This design comes from an exercise in tuning for small area, a short achievable clock period and few clock cycles per item on the open sky130 flow, not from production work. The RTL was checked by simulation tests, not by an equivalence proof against the original design.

**flow/config.mk**
```make
export PLATFORM = sky130hd
export DESIGN_NAME = uv_sphere_mesh_generator
export DESIGN_NICKNAME = uv_sphere_mesh_generator
export VERILOG_FILES = /design/flow/design.v
export SDC_FILE = /design/flow/constraint.sdc
export NUM_CORES = 4
export LEC_CHECK = 0
export CAP_MARGIN = 20
export CORE_MARGIN = 2
export CORE_UTILIZATION = 40
export CTS_BUF_LIST = sky130_fd_sc_hd__clkbuf_8
export CTS_CLUSTER_SIZE = 30
export SETUP_SLACK_MARGIN = 5
export SLEW_MARGIN = 20
```
**flow/constraint.sdc**
```tcl
create_clock -name core_clock -period 11.0 [get_ports {clk}]
set_input_delay 2.2000 -clock core_clock [delete_from_list [all_inputs] [get_ports {clk}]]
set_output_delay 2.2000 -clock core_clock [all_outputs]
set_load 0.01 [all_outputs]
```
**flow/design.v**
```verilog
`timescale 1ns / 1ps
package uvs_pkg;
    localparam logic signed [31:0] CORDIC_X0 = 32'sd652032874;
    localparam logic [8:0]  RESET_STEPS  = 9'd24;
    localparam logic [30:0] RESET_RADIUS = 31'd65536;
    localparam logic [29:0] RESET_ASTEP  = 30'd89478485;
    localparam logic [2:0] PH_NPOLE = 3'd0;
    localparam logic [2:0] PH_SPOLE = 3'd1;
    localparam logic [2:0] PH_VERT  = 3'd2;
    localparam logic [2:0] PH_NORTH = 3'd3;
    localparam logic [2:0] PH_MID   = 3'd4;
    localparam logic [2:0] PH_SOUTH = 3'd5;
    localparam logic [2:0] PH_IDLE  = 3'd6;
    localparam logic [1:0] KIND_VERTEX = 2'd0;
    localparam logic [1:0] KIND_TRI    = 2'd1;
    localparam logic [1:0] KIND_IDLE   = 2'd2;
    function automatic logic [31:0] atan_val(input logic [3:0] k);
        logic [31:0] v;
        case (k)
            4'd0:    v = 32'd536870912;
            4'd1:    v = 32'd316933406;
            4'd2:    v = 32'd167458907;
            4'd3:    v = 32'd85004756;
            4'd4:    v = 32'd42667331;
            4'd5:    v = 32'd21354465;
            4'd6:    v = 32'd10679838;
            4'd7:    v = 32'd5340245;
            4'd8:    v = 32'd2670163;
            4'd9:    v = 32'd1335087;
            4'd10:   v = 32'd667544;
            4'd11:   v = 32'd333772;
            4'd12:   v = 32'd166886;
            4'd13:   v = 32'd83443;
            4'd14:   v = 32'd41722;
            default: v = 32'd20861;
        endcase
        atan_val = v;
    endfunction
    function automatic logic [15:0] quant_norm(input logic [31:0] n);
        logic [32:0]        s;
        logic signed [16:0] t;
        logic [15:0]        q;
        s = {n[31], n} + 33'd32768;
        t = s[32:16];
        if (t > 17'sd16384)
            q = 16'd16384;
        else if (t < -17'sd16384)
            q = 16'hC000;
        else
            q = t[15:0];
        quant_norm = q;
    endfunction
endpackage
`timescale 1ns / 1ps
module uvs_ctrl (
    input  logic        clk,
    input  logic        rst_n,
    input  logic [7:0]  sm1,          
    input  logic [7:0]  sm2,          
    input  logic        restart,      
    input  logic        advance,      
    output logic [2:0]  phase,
    output logic [15:0] ca,
    output logic [15:0] cb,
    output logic [15:0] cc,
    output logic        last
);
    logic [7:0]  ring, col;
    logic        half;
    logic [15:0] base, a_reg;
    logic [15:0] cbv, a1;
    logic        col_last, ring_last, ring_last2;
    function automatic logic [15:0] add_s(input logic [15:0] v, input logic [7:0] m1);
        logic [16:0] t;
        t = {v, 1'b1} + {8'd0, m1, 1'b1};
        add_s = t[16:1];
    endfunction
    assign col_last   = (col == sm1);
    assign ring_last  = (ring == sm1);
    assign ring_last2 = (ring == sm2);
    assign a1         = a_reg + 16'd1;
    assign cbv        = col_last ? base : a1;
    always_comb
    begin
        ca   = a_reg;
        cb   = cbv;
        cc   = 16'd0;
        last = 1'b0;
        case (phase)
            uvs_pkg::PH_MID:
            begin
                if (!half)
                begin
                    ca = a_reg;
                    cb = add_s(a_reg, sm1);
                    cc = cbv;
                end
                else
                begin
                    ca = add_s(cbv, sm1);
                    cb = cbv;
                    cc = add_s(a_reg, sm1);
                end
            end
            uvs_pkg::PH_SOUTH:
            begin
                ca   = a_reg;
                cb   = 16'd1;
                cc   = cbv;
                last = col_last;
            end
            default: ;
        endcase
    end
    always_ff @(posedge clk or negedge rst_n)
    begin
        if (!rst_n)
        begin
            phase <= uvs_pkg::PH_NPOLE;
            ring  <= 8'd1;
            col   <= 8'd0;
            half  <= 1'b0;
            base  <= 16'd2;
            a_reg <= 16'd2;
        end
        else if (restart)
        begin
            phase <= uvs_pkg::PH_SPOLE;
            ring  <= 8'd1;
            col   <= 8'd0;
            half  <= 1'b0;
            base  <= 16'd2;
            a_reg <= 16'd2;
        end
        else if (advance)
        begin
            case (phase)
                uvs_pkg::PH_NPOLE: phase <= uvs_pkg::PH_SPOLE;
                uvs_pkg::PH_SPOLE: phase <= uvs_pkg::PH_VERT;
                uvs_pkg::PH_VERT:
                begin
                    if (col_last)
                    begin
                        col <= 8'd0;
                        if (ring_last)
                        begin
                            phase <= uvs_pkg::PH_NORTH;
                            ring  <= 8'd1;
                        end
                        else
                            ring <= ring + 8'd1;
                    end
                    else
                        col <= col + 8'd1;
                end
                uvs_pkg::PH_NORTH:
                begin
                    if (col_last)
                    begin
                        phase <= uvs_pkg::PH_MID;
                        col   <= 8'd0;
                        a_reg <= base;
                        half  <= 1'b0;
                    end
                    else
                    begin
                        col   <= col + 8'd1;
                        a_reg <= a1;
                    end
                end
                uvs_pkg::PH_MID:
                begin
                    if (!half)
                        half <= 1'b1;
                    else
                    begin
                        half <= 1'b0;
                        if (col_last)
                        begin
                            col   <= 8'd0;
                            base  <= add_s(base, sm1);
                            a_reg <= add_s(base, sm1);
                            if (ring_last2)
                                phase <= uvs_pkg::PH_SOUTH;
                            else
                                ring <= ring + 8'd1;
                        end
                        else
                        begin
                            col   <= col + 8'd1;
                            a_reg <= a1;
                        end
                    end
                end
                uvs_pkg::PH_SOUTH:
                begin
                    if (col_last)
                    begin
                        phase <= uvs_pkg::PH_IDLE;
                        col   <= 8'd0;
                    end
                    else
                    begin
                        col   <= col + 8'd1;
                        a_reg <= a1;
                    end
                end
                default: ;
            endcase
        end
    end
endmodule
`timescale 1ns / 1ps
module uvs_lane (
    input  logic        clk,
    input  logic        rst_n,
    input  logic        start,
    input  logic        abort,
    input  logic [31:0] ang,
    input  logic        tag_in,
    input  logic        take,
    output logic        busy,
    output logic        fin,
    output logic [31:0] x_out,
    output logic [31:0] y_out,
    output logic        flip,
    output logic        tag
);
    logic [3:0]         k;           
    logic [3:0]         kxn, kyx;    
    logic [3:0]         kx, ky;
    logic signed [31:0] x, y;
    logic [31:0]        z;
    logic               zneg;
    logic [31:0]        dx, dy, at;
    logic               done;        
    logic [31:0]        x_nx, y_nx, z_nx;
    assign fin  = busy && (k == 4'd15);
    assign zneg = z[31];
    assign kx   = ~kxn;
    assign ky   = kyx ^ 4'b0101;
    assign dx   = done ? 32'd0 : 32'(y >>> ky);
    assign dy   = done ? 32'd0 : 32'(x >>> kx);
    assign at   = uvs_pkg::atan_val(k);
    assign x_nx = 32'(({x, 1'b1} + {dx ^ {32{!zneg}}, !zneg}) >> 1);
    assign y_nx = 32'(({y, 1'b1} + {dy ^ {32{zneg}}, zneg}) >> 1);
    assign z_nx = 32'(({z, 1'b1} + {at ^ {32{!zneg}}, !zneg}) >> 1);
    assign x_out = x_nx;
    assign y_out = y_nx;
    always_ff @(posedge clk)
    begin
        if (abort)
            busy <= 1'b0;
        else if (start)
            busy <= 1'b1;
        else if (fin && take)
            busy <= 1'b0;
    end
    always_ff @(posedge clk)
    begin
        if (start)
            done <= 1'b0;
        else if (fin)
            done <= 1'b1;
        if (start)
        begin
            k    <= 4'd0;
            kxn  <= 4'hF;
            kyx  <= 4'b0101;
            x    <= uvs_pkg::CORDIC_X0;
            y    <= 32'd0;
            z[31] <= ang[30];
            flip <= ang[31] ^ ang[30];
            tag  <= tag_in;
        end
        else
        begin
            if (!fin)
            begin
                k    <= k + 4'd1;
                kxn  <= ~(k + 4'd1);
                kyx  <= (k + 4'd1) ^ 4'b0101;
                z[31] <= z_nx[31];
            end
            x    <= x_nx;
            y    <= y_nx;
        end
        if (start)
            z[30:0] <= ang[30:0];
        else
            z[30:0] <= z_nx[30:0];
    end
endmodule
module uvs_mul (
    input  logic        clk,
    input  logic [31:0] m_nx,
    input  logic [16:0] qw_nx,
    input  logic        fneg_nx,
    input  logic        hi,
    output logic [31:0] res,
    output logic [31:0] fraw
);
    logic [31:0] m;
    logic [7:0]  d_one, d_two, d_neg;
    always_ff @(posedge clk)
    begin
        m <= m_nx;
        for (int j = 0; j < 8; j++)
        begin
            d_one[j] <= qw_nx[2*j+1] ^ qw_nx[2*j];
            d_two[j] <= (qw_nx[2*j+2] & ~qw_nx[2*j+1] & ~qw_nx[2*j])
                      | (~qw_nx[2*j+2] & qw_nx[2*j+1] & qw_nx[2*j]);
            d_neg[j] <= qw_nx[2*j+2] ^ fneg_nx;
        end
    end
    localparam logic [47:0] K2 = 48'hAAAAAAAB2000;
    logic [47:0] s_q, c_q;
    logic        c16_q;
    logic [47:0] row [0:10];
    logic [47:0] l1s0, l1c0, l1s1, l1c1, l1s2, l1c2;
    logic [47:0] l2s0, l2c0, l2s1, l2c1;
    logic [47:0] l3s0, l3c0;
    logic [47:0] l4s0, l4c0;
    logic [47:0] l5s0, l5c0;
    logic [16:0] lo_sum;
    logic [47:0] fsum;
    logic [33:0] rnd;
    function automatic logic [95:0] csa(input logic [47:0] a, input logic [47:0] b,
                                        input logic [47:0] c);
        logic [47:0] s, co;
        s  = a ^ b ^ c;
        co = ((a & b) | (a & c) | (b & c)) << 1;
        csa = {s, co};
    endfunction
    always_comb
    begin
        logic        ng, ngp;
        logic [32:0] bb, tt;
        ngp = 1'b0;
        for (int j = 0; j < 8; j++)
        begin
            ng  = d_neg[j];
            bb  = d_one[j] ? {m[31], m} : (d_two[j] ? {m, 1'b0} : 33'd0);
            tt  = ng ? ~bb : bb;
            row[j] = 48'({~tt[32], tt[31:0]}) << (2*j);
            if (j > 0)
                row[j][2*j-2] = ngp;
            ngp = ng;
        end
        row[8]     = hi ? K2 : 48'd0;
        row[8][14] = ngp;
        row[9]     = hi ? {16'd0, s_q[47:16]} : 48'd0;
        row[10]    = hi ? {16'd0, c_q[47:16]} : 48'd0;
    end
    assign {l1s0, l1c0} = csa(row[0], row[1], row[2]);
    assign {l1s1, l1c1} = csa(row[3], row[4], row[5]);
    assign {l1s2, l1c2} = csa(row[6], row[7], row[8]);
    assign {l2s0, l2c0} = csa(l1s0, l1c0, l1s1);
    assign {l2s1, l2c1} = csa(l1c1, l1s2, l1c2);
    assign {l3s0, l3c0} = csa(l2s0, l2c0, l2s1);
    assign {l4s0, l4c0} = csa(l2c1, row[9], row[10]);
    assign {l5s0, l5c0} = csa(l3s0, l3c0, l4s0);
    assign lo_sum = {1'b0, s_q[15:0]} + {1'b0, c_q[15:0]};
    always_ff @(posedge clk)
    begin
        {s_q, c_q} <= csa(l5s0, l5c0, l4c0);
        if (hi)
            c16_q <= lo_sum[16];
    end
    assign fsum = s_q[47:0] + c_q[47:0] + {47'd0, c16_q};
    assign rnd  = fsum[47:14];
    assign fraw = rnd[31:0];
    always_comb
    begin
        if (!rnd[33] && (rnd[32:31] != 2'b00))
            res = 32'h7FFFFFFF;
        else if (rnd[33] && ((rnd[32:31] != 2'b11) || (rnd[30:0] == 31'd0)))
            res = 32'h80000001;
        else
            res = rnd[31:0];
    end
endmodule
`timescale 1ns / 1ps
module uv_sphere_mesh_generator (
    input  logic               clk,
    input  logic               rst_n,
    input  logic               item_valid,
    output logic               item_ready,
    input  logic               restart,
    output logic               result_valid,
    input  logic               result_ready,
    output logic [1:0]         item_kind,
    output logic signed [31:0] pos_x,
    output logic signed [31:0] pos_y,
    output logic signed [31:0] pos_z,
    output logic signed [15:0] norm_x,
    output logic signed [15:0] norm_y,
    output logic signed [15:0] norm_z,
    output logic [15:0]        corner_a,
    output logic [15:0]        corner_b,
    output logic [15:0]        corner_c,
    output logic               final_item,
    input  logic               cfg_valid,
    output logic               cfg_ready,
    input  logic [1:0]         cfg_index,
    input  logic [30:0]        cfg_data
);
    logic [7:0]  sm1, sm2;
    logic [30:0] radius;
    logic [29:0] astep;
    assign cfg_ready = 1'b1;
    always_ff @(posedge clk or negedge rst_n)
    begin
        if (!rst_n)
            sm2 <= 8'(uvs_pkg::RESET_STEPS - 9'd2);
        else
            sm2 <= sm1 - 8'd1;
    end
    always_ff @(posedge clk or negedge rst_n)
    begin
        if (!rst_n)
        begin
            sm1    <= 8'(uvs_pkg::RESET_STEPS - 9'd1);
            radius <= uvs_pkg::RESET_RADIUS;
            astep  <= uvs_pkg::RESET_ASTEP;
        end
        else if (cfg_valid)
        begin
            case (cfg_index)
                2'd0:
                begin
                    if (cfg_data[8:0] < 9'd4)
                        sm1 <= 8'd3;
                    else if (cfg_data[8:0] > 9'd256)
                        sm1 <= 8'd255;
                    else
                        sm1 <= 8'(cfg_data[8:0] - 9'd1);
                end
                2'd1: radius <= cfg_data;
                2'd2: astep  <= cfg_data[29:0];
                default: ;
            endcase
        end
    end
    localparam logic [1:0] OS_EMPTY = 2'd0;
    localparam logic [1:0] OS_FILL  = 2'd1;
    localparam logic [1:0] OS_FULL  = 2'd2;
    localparam logic [1:0] OS_PRES  = 2'd3;
    logic [1:0]  out_state, out_state_nx;
    logic [1:0]  pend_cnt, pend_cnt_nx;
    logic [2:0]  pend_rs, pend_rs_nx;
    logic        ready_q;
    logic        push, taken, out_avail, can_serve, serve, serve_rst, serve_adv;
    logic [2:0]  owed_nx;
    logic        claim;       
    logic        wr_px;       
    logic        wr_py;       
    logic [2:0]  phase;
    logic [15:0] tri_a, tri_b, tri_c;
    logic        tri_last;
    logic [1:0]         o_kind;
    logic signed [31:0] o_px, o_py, o_pz;
    logic [15:0]        o_nx, o_ny, o_nz;
    logic               o_ntri;    
    logic               o_last;
    assign push      = item_valid && ready_q;
    assign taken     = (out_state == OS_PRES) && result_ready;
    assign out_avail = (out_state != OS_PRES) || result_ready;
    assign can_serve = (pend_cnt != 2'd0) && out_avail;
    assign serve_rst = can_serve && pend_rs[0];
    assign serve     = can_serve && (pend_rs[0] || (phase != uvs_pkg::PH_VERT)
                                     || (out_state == OS_FULL) || wr_py);
    assign serve_adv = serve && !pend_rs[0];
    uvs_ctrl u_ctrl (
        .clk     (clk),
        .rst_n   (rst_n),
        .sm1     (sm1),
        .sm2     (sm2),
        .restart (serve_rst),
        .advance (serve_adv),
        .phase   (phase),
        .ca      (tri_a),
        .cb      (tri_b),
        .cc      (tri_c),
        .last    (tri_last)
    );
    always_comb
    begin
        pend_cnt_nx = pend_cnt;
        pend_rs_nx  = pend_rs;
        if (serve)
        begin
            pend_rs_nx  = {1'b0, pend_rs[2:1]};
            pend_cnt_nx = pend_cnt - 2'd1;
        end
        if (push)
        begin
            pend_rs_nx[pend_cnt_nx] = restart;
            pend_cnt_nx = pend_cnt_nx + 2'd1;
        end
    end
    logic [31:0] mres, fraw;
    logic [31:0] nx_q, ny_q, pz_q;
    logic [15:0] nzq_q;
    always_comb
    begin
        out_state_nx = out_state;
        if (serve)
            out_state_nx = OS_PRES;
        else if (taken)
            out_state_nx = OS_EMPTY;
        else if (claim && !abort)
            out_state_nx = OS_FILL;
        else if (wr_py)
            out_state_nx = OS_FULL;
    end
    assign owed_nx = {1'b0, pend_cnt_nx} + ((out_state_nx == OS_PRES) ? 3'd1 : 3'd0);
    always_ff @(posedge clk or negedge rst_n)
    begin
        if (!rst_n)
        begin
            out_state <= OS_EMPTY;
            pend_cnt  <= 2'd0;
            pend_rs   <= 3'd0;
            ready_q   <= 1'b1;
        end
        else
        begin
            out_state <= out_state_nx;
            pend_cnt  <= pend_cnt_nx;
            pend_rs   <= pend_rs_nx;
            ready_q   <= (owed_nx < 3'd3);
        end
    end
    assign item_ready   = ready_q;
    assign result_valid = (out_state == OS_PRES);
    logic        srv_pole, srv_south, srv_tri;
    logic [31:0] rad32;
    assign rad32     = {1'b0, radius};
    assign srv_pole  = serve_rst || (phase == uvs_pkg::PH_NPOLE) || (phase == uvs_pkg::PH_SPOLE);
    assign srv_south = !serve_rst && (phase == uvs_pkg::PH_SPOLE);
    assign srv_tri   = !serve_rst && ((phase == uvs_pkg::PH_NORTH) || (phase == uvs_pkg::PH_MID)
                                      || (phase == uvs_pkg::PH_SOUTH));
    always_ff @(posedge clk)
    begin
        if (serve && (serve_rst || (phase != uvs_pkg::PH_VERT)))
        begin
            o_kind <= srv_pole ? uvs_pkg::KIND_VERTEX
                    : (srv_tri ? uvs_pkg::KIND_TRI : uvs_pkg::KIND_IDLE);
            o_px   <= 32'sd0;
            o_py   <= 32'sd0;
            o_pz   <= srv_pole ? (srv_south ? -rad32 : rad32) : 32'd0;
            o_ntri <= !srv_tri;
            o_nx   <= srv_tri ? tri_a : 16'd0;
            o_ny   <= srv_tri ? tri_b : 16'd0;
            o_nz   <= srv_pole ? (srv_south ? 16'hC000 : 16'd16384)
                    : (srv_tri ? tri_c : 16'd0);
            o_last <= srv_tri && tri_last;
        end
        else
        begin
            if (wr_px)
            begin
                o_px <= mres;
                o_nx <= uvs_pkg::quant_norm(nx_q);
            end
            if (wr_py)
            begin
                o_kind <= uvs_pkg::KIND_VERTEX;
                o_py   <= mres;
                o_pz   <= pz_q;
                o_ny   <= uvs_pkg::quant_norm(ny_q);
                o_nz   <= nzq_q;
                o_ntri <= 1'b1;
                o_last <= 1'b0;
            end
        end
    end
    assign item_kind  = o_kind;
    assign pos_x      = o_px;
    assign pos_y      = o_py;
    assign pos_z      = o_pz;
    assign norm_x     = o_kind[0] ? 16'd0 : o_nx;
    assign norm_y     = o_kind[0] ? 16'd0 : o_ny;
    assign norm_z     = o_kind[0] ? 16'd0 : o_nz;
    assign corner_a   = o_ntri ? 16'd0 : o_nx;
    assign corner_b   = o_ntri ? 16'd0 : o_ny;
    assign corner_c   = o_ntri ? 16'd0 : o_nz;
    assign final_item = o_last;
    logic        abort;
    logic [7:0]  j_ring, j_col;
    logic        j_th, j_done;
    logic [31:0] th_acc, ph_acc;
    logic        iss_ptr, cmp_ptr;
    logic        issue;
    logic [31:0] j_ang;
    logic        j_col_last, j_ring_last;
    always_ff @(posedge clk or negedge rst_n)
    begin
        if (!rst_n)
            abort <= 1'b1;
        else
            abort <= serve_rst;
    end
    assign j_ang       = j_th ? th_acc : ph_acc;
    logic [1:0]  u_st;           
    logic        u_th, u_c;
    logic [31:0] u_acc, u_add;
    logic [16:0] u_lo;
    logic [15:0] u_hi;
    assign u_acc = u_th ? th_acc : ph_acc;
    assign u_add = u_th ? {2'd0, astep} : {1'b0, astep, 1'b0};
    assign u_lo  = {1'b0, u_acc[15:0]} + {1'b0, u_add[15:0]};
    assign u_hi  = u_acc[31:16] + u_add[31:16] + {15'd0, u_c};
    assign j_col_last  = (j_col == sm1);
    assign j_ring_last = (j_ring == sm1);
    logic [1:0]  l_start, l_take, l_busy, l_fin, l_flip, l_tag, l_free;
    logic [31:0] l_x [0:1];
    logic [31:0] l_y [0:1];
    logic        b_valid, b_flip, b_tag;
    logic [31:0] b_x, b_y;
    logic        b_release, b_load;
    assign b_load = l_fin[cmp_ptr] && (!b_valid || b_release);
    always_comb
    begin
        l_take        = 2'b00;
        l_take[cmp_ptr] = b_load;
        l_free[0]     = !l_busy[0] || (l_fin[0] && l_take[0]);
        l_free[1]     = !l_busy[1] || (l_fin[1] && l_take[1]);
    end
    assign issue = !j_done && l_free[iss_ptr] && (u_st == 2'd0);
    always_comb
    begin
        l_start          = 2'b00;
        l_start[iss_ptr] = issue;
    end
    for (genvar g = 0; g < 2; g++)
    begin : g_lane
        uvs_lane u_lane (
            .clk    (clk),
            .rst_n  (rst_n),
            .start  (l_start[g]),
            .abort  (abort),
            .ang    (j_ang),
            .tag_in (j_th),
            .take   (l_take[g]),
            .busy   (l_busy[g]),
            .fin    (l_fin[g]),
            .x_out  (l_x[g]),
            .y_out  (l_y[g]),
            .flip   (l_flip[g]),
            .tag    (l_tag[g])
        );
    end
    always_ff @(posedge clk)
    begin
        if (abort)
        begin
            j_ring  <= 8'd1;
            j_col   <= 8'd0;
            j_th    <= 1'b1;
            j_done  <= 1'b0;
            th_acc  <= {2'd0, astep};
            ph_acc  <= 32'd0;
            u_st    <= 2'd0;
            iss_ptr <= 1'b0;
            cmp_ptr <= 1'b0;
            b_valid <= 1'b0;
        end
        else
        begin
            if (issue)
            begin
                iss_ptr <= !iss_ptr;
                if (j_th)
                begin
                    j_th   <= 1'b0;
                    u_th   <= 1'b1;
                    u_st   <= 2'd1;
                end
                else
                begin
                    if (j_col_last)
                    begin
                        j_col  <= 8'd0;
                        ph_acc <= 32'd0;
                        if (j_ring_last)
                            j_done <= 1'b1;
                        else
                        begin
                            j_ring <= j_ring + 8'd1;
                            j_th   <= 1'b1;
                        end
                    end
                    else
                    begin
                        j_col  <= j_col + 8'd1;
                        u_th   <= 1'b0;
                        u_st   <= 2'd1;
                    end
                end
            end
            if (u_st == 2'd1)
            begin
                u_st <= 2'd2;
                u_c  <= u_lo[16];
                if (u_th)
                    th_acc[15:0] <= u_lo[15:0];
                else
                    ph_acc[15:0] <= u_lo[15:0];
            end
            else if (u_st == 2'd2)
            begin
                u_st <= 2'd0;
                if (u_th)
                    th_acc[31:16] <= u_hi;
                else
                    ph_acc[31:16] <= u_hi;
            end
            if (b_load)
            begin
                cmp_ptr <= !cmp_ptr;
                b_valid <= 1'b1;
            end
            else if (b_release)
                b_valid <= 1'b0;
        end
    end
    always_ff @(posedge clk)
    begin
        if (b_load)
        begin
            b_x    <= l_x[cmp_ptr];
            b_y    <= l_y[cmp_ptr];
            b_flip <= l_flip[cmp_ptr];
            b_tag  <= l_tag[cmp_ptr];
        end
    end
    localparam logic [2:0] OP_NONE = 3'd0;
    localparam logic [2:0] OP_P0   = 3'd1;    
    localparam logic [2:0] OP_P1   = 3'd2;    
    localparam logic [2:0] OP_P2   = 3'd3;    
    localparam logic [2:0] OP_P3   = 3'd4;    
    localparam logic [2:0] OP_TH   = 3'd5;    
    localparam logic [1:0] NX_ITEM = 2'd0;
    localparam logic [1:0] NX_P1   = 2'd1;
    localparam logic [1:0] NX_P2   = 2'd2;
    localparam logic [1:0] NX_P3   = 2'd3;
    logic [2:0]  mop, fop, mop_nx;    
    logic        mhi;
    logic [1:0]  nxt, nxt_nx;
    logic        fneg_q, fneg_nx;
    logic [16:0] qw_nx;
    logic [31:0] st_q;
    logic        flip_t;
    logic        free_m;
    logic [31:0] qsrc, ct_v;
    logic [31:0] m_op;
    assign free_m = (mop == OP_NONE) || mhi;
    always_comb
    begin
        mop_nx  = OP_NONE;
        nxt_nx  = nxt;
        fneg_nx = fneg_q;
        claim   = 1'b0;
        if (free_m)
        begin
            case (nxt)
                NX_ITEM:
                begin
                    if (b_valid && !b_release)
                    begin
                        if (b_tag)
                        begin
                            mop_nx  = OP_TH;
                            fneg_nx = b_flip;
                        end
                        else
                        begin
                            mop_nx  = OP_P0;
                            nxt_nx  = NX_P1;
                            fneg_nx = b_flip ^ flip_t;
                        end
                    end
                end
                NX_P1:
                begin
                    mop_nx = OP_P1;
                    nxt_nx = NX_P2;
                end
                NX_P2:
                begin
                    if ((out_state == OS_EMPTY) && (phase == uvs_pkg::PH_VERT))
                    begin
                        mop_nx  = OP_P2;
                        nxt_nx  = NX_P3;
                        fneg_nx = 1'b0;
                        claim   = 1'b1;
                    end
                end
                default:
                begin
                    mop_nx = OP_P3;
                    nxt_nx = NX_ITEM;
                end
            endcase
        end
        else
            mop_nx = mop;
    end
    logic [2:0]  op;
    always_comb
    begin
        op = free_m ? mop_nx : mop;
        case (op)
            OP_P1:   qsrc = b_y;
            OP_P2:   qsrc = nx_q;
            OP_P3:   qsrc = ny_q;
            default: qsrc = b_x;
        endcase
        qw_nx = free_m ? {qsrc[15:0], 1'b0} : qsrc[31:15];
    end
    assign b_release = !mhi && ((mop == OP_P1) || (mop == OP_TH));
    assign m_op      = ((op == OP_P0) || (op == OP_P1)) ? st_q : {1'b0, radius};
    assign ct_v      = b_flip ? -b_x : b_x;
    uvs_mul u_mul (
        .clk  (clk),
        .m_nx    (m_op),
        .qw_nx   (qw_nx),
        .fneg_nx (fneg_nx),
        .hi      (mhi),
        .res  (mres),
        .fraw (fraw)
    );
    assign wr_px = (fop == OP_P2) && (out_state == OS_FILL);
    assign wr_py = (fop == OP_P3) && (out_state == OS_FILL);
    always_ff @(posedge clk)
    begin
        if (abort)
        begin
            mop <= OP_NONE;
            fop <= OP_NONE;
            mhi <= 1'b0;
            nxt <= NX_ITEM;
        end
        else
        begin
            mop <= mop_nx;
            nxt <= nxt_nx;
            mhi <= !free_m;
            fop <= mhi ? mop : OP_NONE;
        end
    end
    always_ff @(posedge clk)
    begin
        fneg_q <= fneg_nx;
        if (fop == OP_P0)
            nx_q <= fraw;
        if (fop == OP_P1)
            ny_q <= fraw;
        if (fop == OP_TH)
            pz_q <= mres;
        if (!mhi && (mop == OP_TH))
        begin
            st_q   <= b_y;
            flip_t <= b_flip;
            nzq_q  <= uvs_pkg::quant_norm(ct_v);
        end
    end
endmodule
```
**flow/run.sh**
```bash
#!/bin/bash
# synth_recipe.tcl (not shown) runs the flow's synth.tcl, then flattens the netlist and writes it again
# the make line also repeats each setting of config.mk as NAME=value (left out here)
make -C /OpenROAD-flow-scripts/flow DESIGN_CONFIG=/design/flow/config.mk WORK_HOME=/design/flow/orfs CLKGATE_MAP_FILE= SYNTH_SCRIPT=/design/flow/synth_recipe.tcl finish
```
==> results_tabular.tex, run 1 <==
\begin{tabular}{lr}
\hline
Metric & Value \\
\hline
\multicolumn{2}{l}{\textbf{Outcome}} \\
Run status & complete, no violations \\
\multicolumn{2}{l}{\textbf{Timing}} \\
Worst Tran Pin Value & 1.22 ns \\
Share of the clock period used by the worst path after layout & 52.5\% \\
Setup violators final & 0 \\
Final Slew Violations & 0 \\
RSZ-0062 raised after global routing & true \\
Min Tclk post-route & 5.77 ns \\
Headroom to the max-slew limit & 18.2\% \\
Maximum achievable frequency & 173 MHz \\
Final hold violation count & 0 \\
Final TNS setup & 0 ns \\
Final setup slack of the worst path & 5.23 ns \\
Largest clock skew in the final design & 0.0989 ns \\
\multicolumn{2}{l}{\textbf{Floorplan}} \\
Top-level I/O count & 237 \\
Area of the die & 0.195 sq mm \\
Die Wd & 441 um \\
Number of rows in the core area & 160 \\
Die boundary height & 441 um \\
Initial standard-cell utilization of the core & 40.2\% \\
Core box area & 0.190 sq mm \\
\multicolumn{2}{l}{\textbf{Global route}} \\
Initial antenna violation count & 10 \\
Highest-utilization routing layer at the global route stage & met2 \\
Total overflow reported by the global router & 0 \\
Number of global-route vias before repair & 61900 \\
Maximum number of pins on one net before global-route repair & 90 \\
Total track usage & 26.2\% \\
Wire length of the first global-routing pass & 389000 um \\
M2 GR Usage & 40.9\% \\
Met3 layer usage reported by global route & 4.62\% \\
Met1 routing resource usage after global routing & 35.5\% \\
\multicolumn{2}{l}{\textbf{Final layout}} \\
Final \#Nets & 9172 \\
Signed area change from the synthesized netlist to the final layout & 10.9\% \\
Number of inserted filler cells in the final layout & 18500 \\
Share of post-route cells with drive strength above 1 & 8.97\% \\
Largest registers ranked by flip-flop count & g\_lane.u\_lane.x: 64 flops, g\_lane.u\_lane.y: 64 flops, g\_lane.u\_lane.z: 64 flops \\
Sequential cell area & 0.0246 sq mm \\
Multi-input gate area in the final layout & 0.0484 sq mm \\
Final Cell Area & 0.0849 sq mm \\
Commonest cells after routing, fill and taps aside & 831 x nand2\_1, 628 x xnor2\_1, 582 x o21ai\_0, 559 x nor2\_1, 533 x a21oi\_1 \\
Util after Layout & 44.6\% \\
Commonest non-fill, non-tap cell in the layout & nand2\_1 \\
\multicolumn{2}{l}{\textbf{Clock tree}} \\
Clock transition at the registers of the reported paths & 0.06 ns \\
Number of H-tree levels & 4 \\
TritonCTS clock tree & done \\
Clk Latency, worst-skew pair & 0.99 ns \\
Deepest clock path buffer count & 3 \\
Root Buffer Master & clkbuf\_8 \\
Hold buffers post-CTS & 0 \\
CTS Buf Count & 185 \\
Count of clock tree sinks & 1023 \\
\multicolumn{2}{l}{\textbf{Detailed routing}} \\
Remaining antenna violation count & 0 \\
Total via count in the routed design & 64800 \\
Total routed wirelength & 262000 um \\
Detailed router's first-iteration violation count & 6417 \\
DRC violations left & 0 \\
Mean routed wirelength per cell & 23.5 um \\
Vias per cell & 5.81 \\
DRT Pass-1 Iters & 7 \\
\multicolumn{2}{l}{\textbf{Synth}} \\
Mean area per synthesized cell & 9.01 sq um \\
Seq cells post-synth & 1023 \\
Most area-hungry cell type in the Yosys netlist & dfxtp\_1 \\
EDFF count, synth & 334 \\
Post-Synthesis Cells & 8496 \\
Share of Yosys cell area claimed by the top area cell type & 14.4\% \\
Mapped cell area & 0.0765 sq mm \\
Share of synthesized registers carrying an async set or reset & 13.5\% \\
Yosys synthesis warning count & 7 \\
Unique cell type count in the Yosys netlist & 99 \\
Net count after synthesis & 9197 \\
Fraction of the yosys area taken by sequential cells & 32.1\% \\
Top area cells in the synthesized netlist & dfxtp\_1 14\%, edfxtp\_1 13\%, xnor2\_1 7.2\% \\
Most used flip-flop cell after synthesis & dfxtp\_1 \\
\multicolumn{2}{l}{\textbf{Placement}} \\
Post-Place Worst Slack & 4.99 ns \\
Weighted congestion reported at the end of routability-driven placement & 0.957 \\
Port-buffer cells & 235 \\
Area post-placement & 0.0808 sq mm \\
HPWL Detailed & 196000 um \\
\multicolumn{2}{l}{\textbf{Critical path}} \\
Terminus of the critical flop-to-flop path & b\_x[30] \\
FF-to-FF setup slack & 5.23 ns \\
Worst path arrival time & 6.44 ns \\
CP Launch Type & flip-flop \\
Crit Reg-Reg Startpoint & g\_lane[1].u\_lane.kxn[0] \\
Critical path endpoint category & flip-flop \\
CP required & 11.67 ns \\
Worst Reg-to-Reg Cells & 17 \\
Classification of the worst setup path & flip-flop to flip-flop \\
Maximum fanout along the worst path & 44 \\
\multicolumn{2}{l}{\textbf{Worst hold path}} \\
Worst hold path startpoint & b\_y[16] \\
Hold endpoint & st\_q[16] \\
Hold WC Path Type & flip-flop to flip-flop \\
Worst Hold Depth & 0 \\
\multicolumn{2}{l}{\textbf{Run}} \\
Max-cap violation count & 0 \\
\hline
\end{tabular}
logic make-up after synthesis:
logic type,share of synthesized area (%)
multiplexers,7.31
AND/OR/NAND/NOR,14.3
AO/OA/AOI/OAI,17.9
XOR/XNOR,10.2
buffers and inverters,4.86
other,0.00490
adder cells (fa/ha/maj),13.4
flip-flops,32.1
synthesized netlist by cell type, types with 38 or more instances:
cell / n
nor2b_1: 180
a21oi_1: 534
dfxtp_1: 551
nor2_1: 559
o22ai_1: 61
nand2_1: 832
o211ai_1: 53
edfxtp_1: 334
o31ai_1: 38
mux4_2: 70
dfrtp_1: 111
buf_1: 79
xnor2_1: 628
o21ai_0: 583
nor3_1: 102
fa_1: 261
a22oi_1: 220
nand2b_1: 77
o21a_1: 42
a31oi_1: 52
mux2i_1: 190
ha_1: 401
a21o_1: 137
nand3_1: 139
xor2_1: 259
clkbuf_1: 452
inv_1: 427
and2_1: 128
and3_1: 81
o21bai_1: 38
a211oi_1: 106
nand4_1: 54
mux2_2: 188
how the worst max path moves through the flow:
stage	slack (ns)	cells past startpoint	startpoint	end
2_1_floorplan	5.52	21	g_lane[1].u_lane.kxn[0]	b_x[30]
3_3_place_gp	5.02	18	g_lane[1].u_lane.kxn[0]	b_x[30]
3_5_place_dp	4.99	19	g_lane[1].u_lane.kxn[2]	b_x[30]
4_1_cts	5.00	17	g_lane[1].u_lane.kxn[0]	b_x[30]
5_1_grt	4.89	17	g_lane[1].u_lane.kxn[0]	b_x[30]
6_report	5.23	17	g_lane[1].u_lane.kxn[0]	b_x[30]
worst max-delay path: stages (launching register included):
cell	delay (ns)
dfxtp_4	0.55
buf_8	0.37
mux4_2	0.59
mux2i_1	0.19
o22ai_1	0.19
xnor2_1	0.18
ha_1	0.31
nor2b_1	0.15
o31ai_1	0.42
a21oi_1	0.18
a211oi_1	0.44
o21ai_0	0.34
a221o_1	0.43
a31oi_1	0.32
a211oi_1	0.15
a211oi_1	0.28
xor2_1	0.25
mux2i_1	0.12
layer usage:
metal / wire, um / vias to the layer above
li1: - / 29900
met2: 116000 / 2708
met3: 20700 / 494
met4: 12000 / 0
met1: 113000 / 31700
met5: 0 / -
cell type report:
cell class / instances / share of cell area [%]
multi-input combinational: 6490 / 57.0
clock inverter: 130 / 1.19
clock buffer: 217 / 3.52
timing repair buffer: 330 / 3.66
inverter: 441 / 1.95
sequential: 1023 / 29.0
antenna: 4 / 0.0118
tap: 2511 / 3.70
repair_timing:
item | CTS | global route
gates resized for setup | 0 | 11
setup buffers | 0 | 0
endpoints found under the setup margin | 0 | 13
per-stage QoR:
| step | hold slack [ns] | std cells |
|---|---|---|
| 3_3_place_gp | 0.445 | 10800 |
| 2_1_floorplan | 0.426 | 8496 |
| 4_1_cts | 0.459 | 11100 |
| 6_report | 0.462 | 11100 |
| 3_5_place_dp | 0.449 | 10800 |
| 5_1_grt | 0.470 | 11100 |
Testbench counts, summed over its fixed seeds: cycles 55,980, items 15,858.
==> run 2, diff against run 1 <==
==> flow/flow/run.sh (new file) <==
#!/bin/bash
# The standard layout, with timing repair asked to reach 6.5 ns of setup slack
# at the design's 11 ns clock (config.mk's SETUP_SLACK_MARGIN stops at 5).
# Everything else is the standard flow, run whole by standard.sh.
set -o pipefail
export SETUP_SLACK_MARGIN=6.5
bash standard.sh > standard.log 2>&1
status=$?
tail -20 standard.log
exit $status
==> flow/standard.sh (new file) <==
#!/bin/bash
# synth_recipe.tcl (not shown) runs the flow's synth.tcl, then flattens the netlist and writes it again
# the make line also repeats each setting of config.mk as NAME=value (left out here)
make -C /OpenROAD-flow-scripts/flow DESIGN_CONFIG=/design/flow/config.mk WORK_HOME=/design/flow/orfs CLKGATE_MAP_FILE= SYNTH_SCRIPT=/design/flow/synth_recipe.tcl "${@:-finish}"
--- a/flow/config.mk
+++ b/flow/config.mk
@@ -11,4 +11,3 @@
 export CTS_BUF_LIST = sky130_fd_sc_hd__clkbuf_8
 export CTS_CLUSTER_SIZE = 30
-export SETUP_SLACK_MARGIN = 5
 export SLEW_MARGIN = 20
removed: flow/run.sh
==> run 2 against run 1 <==
Maximum frequency is 21% higher. Register-to-register slack better by 1.0 ns. Non-clock buffer count is 177 higher. Hold slack worse by 0.017 ns. Final cell count is 1.7% higher. Design area is 4.9% higher.
==> results_tabular.tex, run 2 <==
\begin{tabular}{lr}
\hline
Metric & Value \\
\hline
\multicolumn{2}{l}{\textbf{Timing}} \\
RSZ-0062 raised after global routing & true \\
Final Slew Violations & 0 (unchanged) \\
Final hold violation count & 0 (unchanged) \\
Final TNS setup & 0 ns (unchanged) \\
Share of the clock period used by the worst path after layout & 43.2\% (-9.3 points) \\
Worst Tran Pin Value & 1.03 ns (-0.191 ns) \\
Setup violators final & 0 (unchanged) \\
Min Tclk post-route & 4.75 ns (-1.02 ns) \\
Headroom to the max-slew limit & 30.7\% (+13 points) \\
Largest clock skew in the final design & 0.0484 ns (-0.0505 ns) \\
Maximum achievable frequency & 210 MHz (+21\%) \\
\multicolumn{2}{l}{\textbf{Placement}} \\
HPWL Detailed & 196000 um (about the same) \\
Area post-placement & 0.0808 sq mm (about the same) \\
Port-buffer cells & 235 (unchanged) \\
Weighted congestion reported at the end of routability-driven placement & 0.978 (+2.2\%) \\
\multicolumn{2}{l}{\textbf{Critical path}} \\
Critical path endpoint category & flip-flop \\
Classification of the worst setup path & flip-flop to flip-flop \\
Library cell contributing the largest single delay on the critical path & mux4\_2 \\
Sum of buffers and inverters on the critical path & 2 (+1) \\
CP required & 11.69 ns (+0.02 ns) \\
Crit Reg-Reg Startpoint & g\_lane[0].u\_lane.k[1] \\
Ordered list of cells on the worst path & buf\_12 -> buf\_6 -> mux4\_2 -> mux4\_2 -> and2\_4 -> xnor2\_2 -> ha\_1 -> o21a\_1 -> o31ai\_4 -> a311oi\_2 -> o21ai\_2 -> a31oi\_2 -> o31a\_1 -> o41ai\_4 -> o221ai\_2 -> o41ai\_2 -> xor2\_1 -> mux2i\_1 \\
Top delay family on crit path & compound AO/OA/AOI/OAI gates \\
FF-to-FF setup slack & 6.25 ns (+1.02 ns) \\
Maximum fanout along the worst path & 6 (-86\%) \\
CP Launch Type & flip-flop \\
Terminus of the critical flop-to-flop path & b\_x[30] \\
Worst Reg-to-Reg Cells & 18 (+1) \\
Most used cell along the critical path & mux4\_2 \\
Slowest cell delay on critical path & 0.52 ns (-0.07 ns) \\
Worst path arrival time & 5.44 ns (-1.00 ns) \\
\multicolumn{2}{l}{\textbf{Floorplan}} \\
Number of rows in the core area & 160 (unchanged) \\
Top-level I/O count & 237 (unchanged) \\
Initial standard-cell utilization of the core & 40.2\% (unchanged) \\
Core box area & 0.190 sq mm (unchanged) \\
Area of the die & 0.195 sq mm (unchanged) \\
Die boundary height & 441 um (unchanged) \\
Die Wd & 441 um (unchanged) \\
\multicolumn{2}{l}{\textbf{Outcome}} \\
Run status & complete, no violations \\
\multicolumn{2}{l}{\textbf{Clock tree}} \\
Count of clock tree sinks & 1023 (unchanged) \\
CTS Buf Count & 184 (-0.54\%) \\
Clk Latency, worst-skew pair & 0.99 ns (about the same) \\
Number of H-tree levels & 4 (unchanged) \\
Deepest clock path buffer count & 3 (unchanged) \\
Clock transition at the registers of the reported paths & 0.06 ns (about the same) \\
Root Buffer Master & clkbuf\_8 \\
TritonCTS clock tree & done \\
\multicolumn{2}{l}{\textbf{Detailed routing}} \\
Remaining antenna violation count & 0 (unchanged) \\
DRT Pass-1 Iters & 6 (-1) \\
Vias per cell & 5.83 (+0.37\%) \\
DRC violations left & 0 (unchanged) \\
Total routed wirelength & 271000 um (+3.5\%) \\
Total via count in the routed design & 66100 (+2.1\%) \\
Detailed router's first-iteration violation count & 5827 (-9.2\%) \\
Mean routed wirelength per cell & 23.9 um (+1.8\%) \\
\multicolumn{2}{l}{\textbf{Global route}} \\
Number of global-route vias before repair & 63300 (+2.2\%) \\
Maximum number of pins on one net before global-route repair & 73 (-19\%) \\
Total overflow reported by the global router & 0 (unchanged) \\
Wire length of the first global-routing pass & 396000 um (+1.6\%) \\
Total track usage & 26.6\% (+0.46 points) \\
Initial antenna violation count & 10 (unchanged) \\
\multicolumn{2}{l}{\textbf{Synth}} \\
Share of synthesized registers carrying an async set or reset & 13.5\% (unchanged) \\
Share of Yosys cell area claimed by the top area cell type & 14.4\% (unchanged) \\
Top area cells in the synthesized netlist & dfxtp\_1 14\%, edfxtp\_1 13\%, xnor2\_1 7.2\% \\
EDFF count, synth & 334 (unchanged) \\
Mean area per synthesized cell & 9.01 sq um (unchanged) \\
Most area-hungry cell type in the Yosys netlist & dfxtp\_1 \\
Net count after synthesis & 9197 (unchanged) \\
Fraction of the yosys area taken by sequential cells & 32.1\% (unchanged) \\
Mapped cell area & 0.0765 sq mm (unchanged) \\
Cell with the most instances after synthesis & nand2\_1 \\
Unique cell type count in the Yosys netlist & 99 (unchanged) \\
Yosys synthesis warning count & 7 (unchanged) \\
Seq cells post-synth & 1023 (unchanged) \\
Most used flip-flop cell after synthesis & dfxtp\_1 \\
Synth cell count leaders & 832 x nand2\_1, 628 x xnor2\_1, 583 x o21ai\_0, 559 x nor2\_1, 551 x dfxtp\_1 \\
Post-Synthesis Cells & 8496 (unchanged) \\
\multicolumn{2}{l}{\textbf{Worst hold path}} \\
Worst Hold Depth & 0 (unchanged) \\
Hold WC Path Type & flip-flop to flip-flop \\
Hold endpoint & st\_q[18] \\
Worst hold path startpoint & b\_y[18] \\
\multicolumn{2}{l}{\textbf{Final layout}} \\
Final \#Nets & 9355 (+2.0\%) \\
Share of post-route cells with drive strength above 1 & 14.3\% (+5.3 points) \\
Final Cell Area & 0.0891 sq mm (+4.9\%) \\
Commonest non-fill, non-tap cell in the layout & nand2\_1 \\
Commonest cells after routing, fill and taps aside & 819 x nand2\_1, 599 x xnor2\_1, 549 x nor2\_1, 542 x o21ai\_0, 527 x dfxtp\_1 \\
Largest registers ranked by flip-flop count & g\_lane.u\_lane.x: 64 flops, g\_lane.u\_lane.y: 64 flops, g\_lane.u\_lane.z: 64 flops \\
Signed area change from the synthesized netlist to the final layout & 16.4\% \\
\multicolumn{2}{l}{\textbf{Run}} \\
Max-cap violation count & 0 (unchanged) \\
\hline
\end{tabular}
## run 2: cell counts after synthesis
Identical to the previous run, type by type.
## run 2: cell type report
| type | instances | area (sq um) |
|---|---|---|
| Timing Repair inverter | 2 | 12.5 |
| Clock inverter | 109 | 812 |
| Sequential cell | 1023 | 24600 |
| Antenna cell | 12 | 30.0 |
| Timing Repair Buffer | 507 | 5160 |
| Multi-Input combinational cell | 6495 | 50300 |
| Clock buffer | 235 | 3230 |
| Fill cell | 18000 | 101000 |
| Inverter | 441 | 1700 |
| Tap cell | 2511 | 3140 |
## run 2: per-stage QoR
step	cells	worst slack [ns]	hold WS, ns	utilization, %
final	11300	6.25	0.445	46.8
after global routing	11300	6.07	0.465	46.8
after CTS	11200	6.32	0.455	45.7
after detailed placement	10800	5.19	0.439	42.5
after global placement	10800	5.33	0.441	42.5
after floorplan	8496	6.32	0.426	-
## run 2: repair_timing
item	4_1_cts	5_1_grt
setup buffers	81	83
setup endpoints to repair	425	342
pin swaps	65	103
hold buffers	0	0
resized for setup	308	288
gates cloned	17	8
## run 2: layer usage
metal  GRT usage (%)  wire [um]
met5               0          0
met4            12.5      13700
met1            35.2     114000
met2            42.3     122000
met3            4.59      21600
## run 2: how the worst max path moves through the flow
| stage | end | slack [ns] | startpoint | cells after the start |
|---|---|---|---|---|
| floorplan | b_x[30] | 6.32 | g_lane[0].u_lane.k[1] | 21 |
| global placement | b_x[30] | 5.33 | g_lane[1].u_lane.kxn[2] | 19 |
| detailed placement | b_x[30] | 5.19 | g_lane[1].u_lane.kxn[2] | 19 |
| CTS | b_x[30] | 6.32 | g_lane[0].u_lane.k[1] | 18 |
| global route | b_x[30] | 6.07 | g_lane[0].u_lane.k[1] | 19 |
| finish | b_x[30] | 6.25 | g_lane[0].u_lane.k[1] | 18 |
## run 2: cell families after synthesis
group	count (synthesis)	share of synthesized area (%)
adder cells (fa/ha/maj)	662	13.4
multiplexers	448	7.31
XOR/XNOR	887	10.2
buffers and inverters	983	4.86
other	1	0.00490
AO/OA/AOI/OAI	2166	17.9
AND/OR/NAND/NOR	2326	14.3
flip-flops	1023	32.1
==> run 3, diff against run 2 <==
--- a/flow/design.v
+++ b/flow/design.v
@@ -69,5 +69,5 @@
     logic        half;
     logic [15:0] base, a_reg;
-    logic [15:0] cbv, a1;
+    logic [15:0] cbv, a1, as0, as1;
     logic        col_last, ring_last, ring_last2;
     function automatic logic [15:0] add_s(input logic [15:0] v, input logic [7:0] m1);
@@ -81,4 +81,6 @@
     assign a1         = a_reg + 16'd1;
     assign cbv        = col_last ? base : a1;
+    assign as0        = add_s(a_reg, sm1);
+    assign as1        = col_last ? a1 : as0 + 16'd1;
     always_comb
     begin
@@ -93,12 +95,12 @@
                 begin
                     ca = a_reg;
-                    cb = add_s(a_reg, sm1);
+                    cb = as0;
                     cc = cbv;
                 end
                 else
                 begin
-                    ca = add_s(cbv, sm1);
+                    ca = as1;
                     cb = cbv;
-                    cc = add_s(a_reg, sm1);
+                    cc = as0;
                 end
             end
@@ -179,6 +181,6 @@
                         begin
                             col   <= 8'd0;
-                            base  <= add_s(base, sm1);
-                            a_reg <= add_s(base, sm1);
+                            base  <= a1;
+                            a_reg <= a1;
                             if (ring_last2)
                                 phase <= uvs_pkg::PH_SOUTH;
@@ -463,4 +465,5 @@
     logic [15:0]        o_nx, o_ny, o_nz;
     logic               o_ntri;    
+    logic               o_nv;      
     logic               o_last;
     assign push      = item_valid && ready_q;
@@ -552,4 +555,5 @@
             o_pz   <= srv_pole ? (srv_south ? -rad32 : rad32) : 32'd0;
             o_ntri <= !srv_tri;
+            o_nv   <= !srv_pole;
             o_nx   <= srv_tri ? tri_a : 16'd0;
             o_ny   <= srv_tri ? tri_b : 16'd0;
@@ -573,4 +577,5 @@
                 o_nz   <= nzq_q;
                 o_ntri <= 1'b1;
+                o_nv   <= 1'b0;
                 o_last <= 1'b0;
             end
@@ -581,7 +586,7 @@
     assign pos_y      = o_py;
     assign pos_z      = o_pz;
-    assign norm_x     = o_kind[0] ? 16'd0 : o_nx;
-    assign norm_y     = o_kind[0] ? 16'd0 : o_ny;
-    assign norm_z     = o_kind[0] ? 16'd0 : o_nz;
+    assign norm_x     = o_nv ? 16'd0 : o_nx;
+    assign norm_y     = o_nv ? 16'd0 : o_ny;
+    assign norm_z     = o_nv ? 16'd0 : o_nz;
     assign corner_a   = o_ntri ? 16'd0 : o_nx;
     assign corner_b   = o_ntri ? 16'd0 : o_ny;
@@ -676,4 +681,6 @@
                 begin
                     j_th   <= 1'b0;
+                    j_col  <= 8'd1;
+                    ph_acc <= {1'b0, astep, 1'b0};
                     u_th   <= 1'b1;
                     u_st   <= 2'd1;
@@ -750,4 +757,7 @@
     logic        mhi;
     logic [1:0]  nxt, nxt_nx;
+    localparam logic [31:0] CX0 = 32'd1073741822;
+    localparam logic [31:0] CY0 = 32'hFFFFB636;
+    logic        cpend, cpend_nx, csrc, csrc_nx, csrc_op;
     logic        fneg_q, fneg_nx;
     logic [16:0] qw_nx;
@@ -764,4 +774,6 @@
         fneg_nx = fneg_q;
         claim   = 1'b0;
+        cpend_nx = cpend;
+        csrc_nx  = csrc;
         if (free_m)
         begin
@@ -769,10 +781,19 @@
                 NX_ITEM:
                 begin
-                    if (b_valid && !b_release)
+                    if (cpend)
+                    begin
+                        mop_nx   = OP_P0;
+                        nxt_nx   = NX_P1;
+                        fneg_nx  = flip_t;
+                        cpend_nx = 1'b0;
+                        csrc_nx  = 1'b1;
+                    end
+                    else if (b_valid && !b_release)
                     begin
                         if (b_tag)
                         begin
-                            mop_nx  = OP_TH;
-                            fneg_nx = b_flip;
+                            mop_nx   = OP_TH;
+                            fneg_nx  = b_flip;
+                            cpend_nx = 1'b1;
                         end
                         else
@@ -781,4 +802,5 @@
                             nxt_nx  = NX_P1;
                             fneg_nx = b_flip ^ flip_t;
+                            csrc_nx = 1'b0;
                         end
                     end
@@ -812,7 +834,9 @@
     always_comb
     begin
-        op = free_m ? mop_nx : mop;
+        op      = free_m ? mop_nx : mop;
+        csrc_op = free_m ? csrc_nx : csrc;
         case (op)
-            OP_P1:   qsrc = b_y;
+            OP_P0:   qsrc = csrc_op ? CX0 : b_x;
+            OP_P1:   qsrc = csrc_op ? CY0 : b_y;
             OP_P2:   qsrc = nx_q;
             OP_P3:   qsrc = ny_q;
@@ -821,5 +845,5 @@
         qw_nx = free_m ? {qsrc[15:0], 1'b0} : qsrc[31:15];
     end
-    assign b_release = !mhi && ((mop == OP_P1) || (mop == OP_TH));
+    assign b_release = !mhi && (((mop == OP_P1) && !csrc) || (mop == OP_TH));
     assign m_op      = ((op == OP_P0) || (op == OP_P1)) ? st_q : {1'b0, radius};
     assign ct_v      = b_flip ? -b_x : b_x;
@@ -839,13 +863,17 @@
         if (abort)
         begin
-            mop <= OP_NONE;
-            fop <= OP_NONE;
-            mhi <= 1'b0;
-            nxt <= NX_ITEM;
+            mop   <= OP_NONE;
+            fop   <= OP_NONE;
+            mhi   <= 1'b0;
+            nxt   <= NX_ITEM;
+            cpend <= 1'b0;
+            csrc  <= 1'b0;
         end
         else
         begin
-            mop <= mop_nx;
-            nxt <= nxt_nx;
+            mop   <= mop_nx;
+            nxt   <= nxt_nx;
+            cpend <= cpend_nx;
+            csrc  <= csrc_nx;
             mhi <= !free_m;
             fop <= mhi ? mop : OP_NONE;
==> run 3 against run 2 <==
Synthesized cell count fell by 2.1%. Design area down 0.84%. Sequential cell count grew 3. Global-route usage up 0.71 points. Clock-buffer cell count shrank 5. Clock skew decreased by 0.0023 ns. Maximum frequency fell by 1.4%. Via count fell by 0.74%. Critical path depth up 5. Non-clock buffer count grew 66.
==> results_tabular.tex, run 3 <==
\begin{tabular}{lr}
\hline
Metric & Value \\
\hline
\multicolumn{2}{l}{\textbf{Synth}} \\
Most used flip-flop cell after synthesis & dfxtp\_1 \\
Cell with the most instances after synthesis & nand2\_1 \\
Unique cell type count in the Yosys netlist & 101 (+2.0\%) \\
Seq cells post-synth & 1026 (+0.29\%) \\
Mapped cell area & 0.0755 sq mm (-1.3\%) \\
Synth cell count leaders & 843 x nand2\_1, 623 x xnor2\_1, 575 x nor2\_1, 566 x o21ai\_0, 553 x dfxtp\_1 \\
Post-Synthesis Cells & 8318 (-2.1\%) \\
EDFF count, synth & 335 (+0.30\%) \\
Most area-hungry cell type in the Yosys netlist & dfxtp\_1 \\
Top area cells in the synthesized netlist & dfxtp\_1 15\%, edfxtp\_1 13\%, xnor2\_1 7.2\% \\
Fraction of the yosys area taken by sequential cells & 32.6\% (+0.53 points) \\
Mean area per synthesized cell & 9.08 sq um (+0.77\%) \\
Yosys synthesis warning count & 7 (unchanged) \\
Share of Yosys cell area claimed by the top area cell type & 14.7\% (+0.25 points) \\
Share of synthesized registers carrying an async set or reset & 13.5\% (-0.039 points) \\
Net count after synthesis & 9002 (-2.1\%) \\
\multicolumn{2}{l}{\textbf{Final layout}} \\
Number of inserted filler cells in the final layout & 17700 (-1.9\%) \\
Final \#Nets & 9233 (-1.3\%) \\
Largest registers ranked by flip-flop count & g\_lane.u\_lane.x: 64 flops, g\_lane.u\_lane.y: 64 flops, g\_lane.u\_lane.z: 64 flops \\
Commonest cells after routing, fill and taps aside & 825 x nand2\_1, 596 x xnor2\_1, 558 x nor2\_1, 529 x o21ai\_0, 529 x dfxtp\_1 \\
Sequential cell area & 0.0247 sq mm (+0.22\%) \\
Signed area change from the synthesized netlist to the final layout & 17.0\% \\
Multi-input gate area in the final layout & 0.0493 sq mm (-2.1\%) \\
Commonest non-fill, non-tap cell in the layout & nand2\_1 \\
Share of post-route cells with drive strength above 1 & 15.2\% (+0.86 points) \\
Final Cell Area & 0.0883 sq mm (-0.84\%) \\
\multicolumn{2}{l}{\textbf{Clock tree}} \\
Number of H-tree levels & 4 (unchanged) \\
Clock transition at the registers of the reported paths & 0.06 ns (about the same) \\
CTS Buf Count & 185 (+0.54\%) \\
Deepest clock path buffer count & 3 (unchanged) \\
TritonCTS clock tree & done \\
Clk Latency, worst-skew pair & 0.96 ns (-0.03 ns) \\
Root Buffer Master & clkbuf\_8 \\
Count of clock tree sinks & 1026 (+0.29\%) \\
\multicolumn{2}{l}{\textbf{Detailed routing}} \\
Total routed wirelength & 273000 um (+0.59\%) \\
DRC violations left & 0 (unchanged) \\
Total via count in the routed design & 65600 (-0.74\%) \\
DRT Pass-1 Iters & 6 (unchanged) \\
Mean routed wirelength per cell & 24.3 um (+1.7\%) \\
Remaining antenna violation count & 0 (unchanged) \\
Detailed router's first-iteration violation count & 6622 (+14\%) \\
Vias per cell & 5.86 (+0.40\%) \\
\multicolumn{2}{l}{\textbf{Critical path}} \\
Classification of the worst setup path & flip-flop to flip-flop \\
Ordered list of cells on the worst path & buf\_12 -> buf\_16 -> buf\_4 -> mux4\_2 -> buf\_4 -> nand2\_1 -> and3\_1 -> a311o\_1 -> xnor2\_2 -> ha\_1 -> a21o\_1 -> a21o\_1 -> a21o\_1 -> a21oi\_1 -> o21a\_1 -> a31o\_2 -> o211ai\_1 -> a21oi\_2 -> o31ai\_4 -> a221o\_1 -> xnor2\_2 -> buf\_6 -> mux2i\_1 \\
Most used cell along the critical path & a21o\_1 \\
Critical path endpoint category & flip-flop \\
Crit Reg-Reg Startpoint & g\_lane[0].u\_lane.kyx[1] \\
CP Launch Type & flip-flop \\
FF-to-FF setup slack & 6.18 ns (-0.07 ns) \\
Slowest cell delay on critical path & 0.38 ns (-0.14 ns) \\
CP required & 11.65 ns (-0.04 ns) \\
Worst path arrival time & 5.47 ns (+0.03 ns) \\
Library cell contributing the largest single delay on the critical path & a221o\_1 \\
Terminus of the critical flop-to-flop path & b\_x[31] \\
Maximum fanout along the worst path & 6 (unchanged) \\
Worst Reg-to-Reg Cells & 23 (+5) \\
\multicolumn{2}{l}{\textbf{Global route}} \\
Number of global-route vias before repair & 62700 (-0.91\%) \\
Total track usage & 27.3\% (+0.71 points) \\
Total overflow reported by the global router & 0 (unchanged) \\
Wire length of the first global-routing pass & 401000 um (+1.4\%) \\
Maximum number of pins on one net before global-route repair & 75 (+2.7\%) \\
Initial antenna violation count & 10 (unchanged) \\
\multicolumn{2}{l}{\textbf{Timing}} \\
Setup violators final & 0 (unchanged) \\
Final Slew Violations & 0 (unchanged) \\
Final hold violation count & 0 (unchanged) \\
Worst Tran Pin Value & 1.13 ns (+0.107 ns) \\
Min Tclk post-route & 4.82 ns (+0.0682 ns) \\
RSZ-0062 raised after global routing & true \\
Final TNS setup & 0 ns (unchanged) \\
Share of the clock period used by the worst path after layout & 43.8\% (+0.62 points) \\
Headroom to the max-slew limit & 24.3\% (-6.4 points) \\
Largest clock skew in the final design & 0.0462 ns (-0.00226 ns) \\
Maximum achievable frequency & 207 MHz (-1.4\%) \\
\multicolumn{2}{l}{\textbf{Placement}} \\
Area post-placement & 0.0800 sq mm (-1.0\%) \\
Weighted congestion reported at the end of routability-driven placement & 0.979 (about the same) \\
HPWL Detailed & 197000 um (+0.28\%) \\
Port-buffer cells & 235 (unchanged) \\
\multicolumn{2}{l}{\textbf{Floorplan}} \\
Die Wd & 438 um (-0.67\%) \\
Initial standard-cell utilization of the core & 40.3\% (about the same) \\
Die boundary height & 438 um (-0.67\%) \\
Area of the die & 0.192 sq mm (-1.3\%) \\
Number of rows in the core area & 159 (-0.63\%) \\
Core box area & 0.188 sq mm (-1.4\%) \\
Top-level I/O count & 237 (unchanged) \\
\multicolumn{2}{l}{\textbf{Worst hold path}} \\
Worst hold path startpoint & o\_py[24] \\
Hold endpoint & o\_py[24] \\
Hold WC Path Type & flip-flop to flip-flop \\
Worst Hold Depth & 2 (+2) \\
\multicolumn{2}{l}{\textbf{Outcome}} \\
Run status & complete, no violations \\
\multicolumn{2}{l}{\textbf{Run}} \\
Max-cap violation count & 0 (unchanged) \\
\hline
\end{tabular}
## run 3: repair_timing
item                       4_1_cts  5_1_grt
setup endpoints to repair      573      314
buffers inserted               120       93
pin swaps                       95      144
hold buffers                     0        0
gates resized for setup        315      328
cloned                          18        3
## run 3: area by class of cell
cell class,instances,share of cell area [%]
Antenna cell,5,0.0142
Clock buffer,230,3.58
Clock inverter,115,0.971
Inverter,410,1.81
Multi-Input combinational cell,6349,55.8
Sequential cell,1026,27.9
Tap cell,2495,3.53
Timing Repair Buffer,573,6.30
Timing Repair inverter,4,0.0269
## run 3: kinds of logic after synthesis
family / synth area share, %
AO/OA/AOI/OAI: 17.4
XOR/XNOR: 10.3
adder cells (fa/ha/maj): 13.3
buffers and inverters: 4.73
flip-flops: 32.6
multiplexers: 7.30
other: 0.00497
AND/OR/NAND/NOR: 14.4
## run 3: worst max-delay path, delay by kind of cell (launching register included)
kind / cells / cell delay, ns
flops: 1 / 0.36
fa+ha+maj: 1 / 0.31
buf+inv: 5 / 0.71
simple gates: 2 / 0.23
compound gates: 11 / 2.29
mux: 2 / 0.34
xor+xnor: 2 / 0.30
## run 3: how the worst max path moves through the flow
stage,slack (ns),from,cells after the start,end
floorplan,6.51,g_lane[1].u_lane.kxn[0],21,b_x[29]
global placement,4.85,g_lane[1].u_lane.kxn[0],21,b_x[30]
detailed placement,4.78,g_lane[1].u_lane.kxn[0],21,b_x[30]
CTS,6.23,g_lane[0].u_lane.kyx[0],21,b_x[30]
global route,5.99,g_lane[0].u_lane.kyx[0],23,b_x[30]
finish,6.18,g_lane[0].u_lane.kyx[1],23,b_x[31]
## run 3: stage by stage
stage | worst slack (ns) | hold WS (ns) | util (%) | std cells
4_1_cts | 6.23 | 0.455 | 46.1 | 11100
3_3_place_gp | 4.85 | 0.437 | 42.6 | 10600
5_1_grt | 5.99 | 0.477 | 47.1 | 11200
6_report | 6.18 | 0.452 | 47.1 | 11200
2_1_floorplan | 6.51 | 0.421 | - | 8318
3_5_place_dp | 4.78 | 0.442 | 42.6 | 10600
## run 3: metal layers
layer  part of all wire [%]  track usage (%)
met1                     42             36.6
met2                     44             42.3
met3                    8.4             4.74
met4                    5.8             14.1
met5                  0.032                0
Testbench counts of run 3, summed over its fixed seeds: cycles 53,994, items 15,858.

-- what the ideal ports hide --
Ports are ideal in the flow. The routed layouts listed here were re-timed in OpenROAD. Step 1: set_driving_cell puts a clkbuf_16 on clk and a buf_2 on each other input, an assumption about the parent block. Step 2 moves the port delays by t, midway between the first and last clock arrival at a register: inputs arrive t later, outputs are due t later. That takes back most of the time a late clock gives input paths. Three values: ideal ports, drivers, drivers and shift; two values: the first two.
run	t, ns	slack for setup (ns)	worst hold slack (ns)	worst setup path at the end	cell pins on the clock port's net
run 1	1.022	5.227 / 5.227 / 5.227	0.462 / 0.462 / 0.462	register to register	1
run 2	1.046	6.248 / 6.248 / 5.666	0.445 / 0.445 / 0.445	input to register	1
run 3	1.026	6.180 / 6.180 / 5.666	0.452 / 0.452 / 0.452	input to register	1
After both steps setup and hold are still met in every run listed. The setup slack of run 2, which loses most, moves by 0.000 ns with the drivers and by -0.582 ns with both steps.
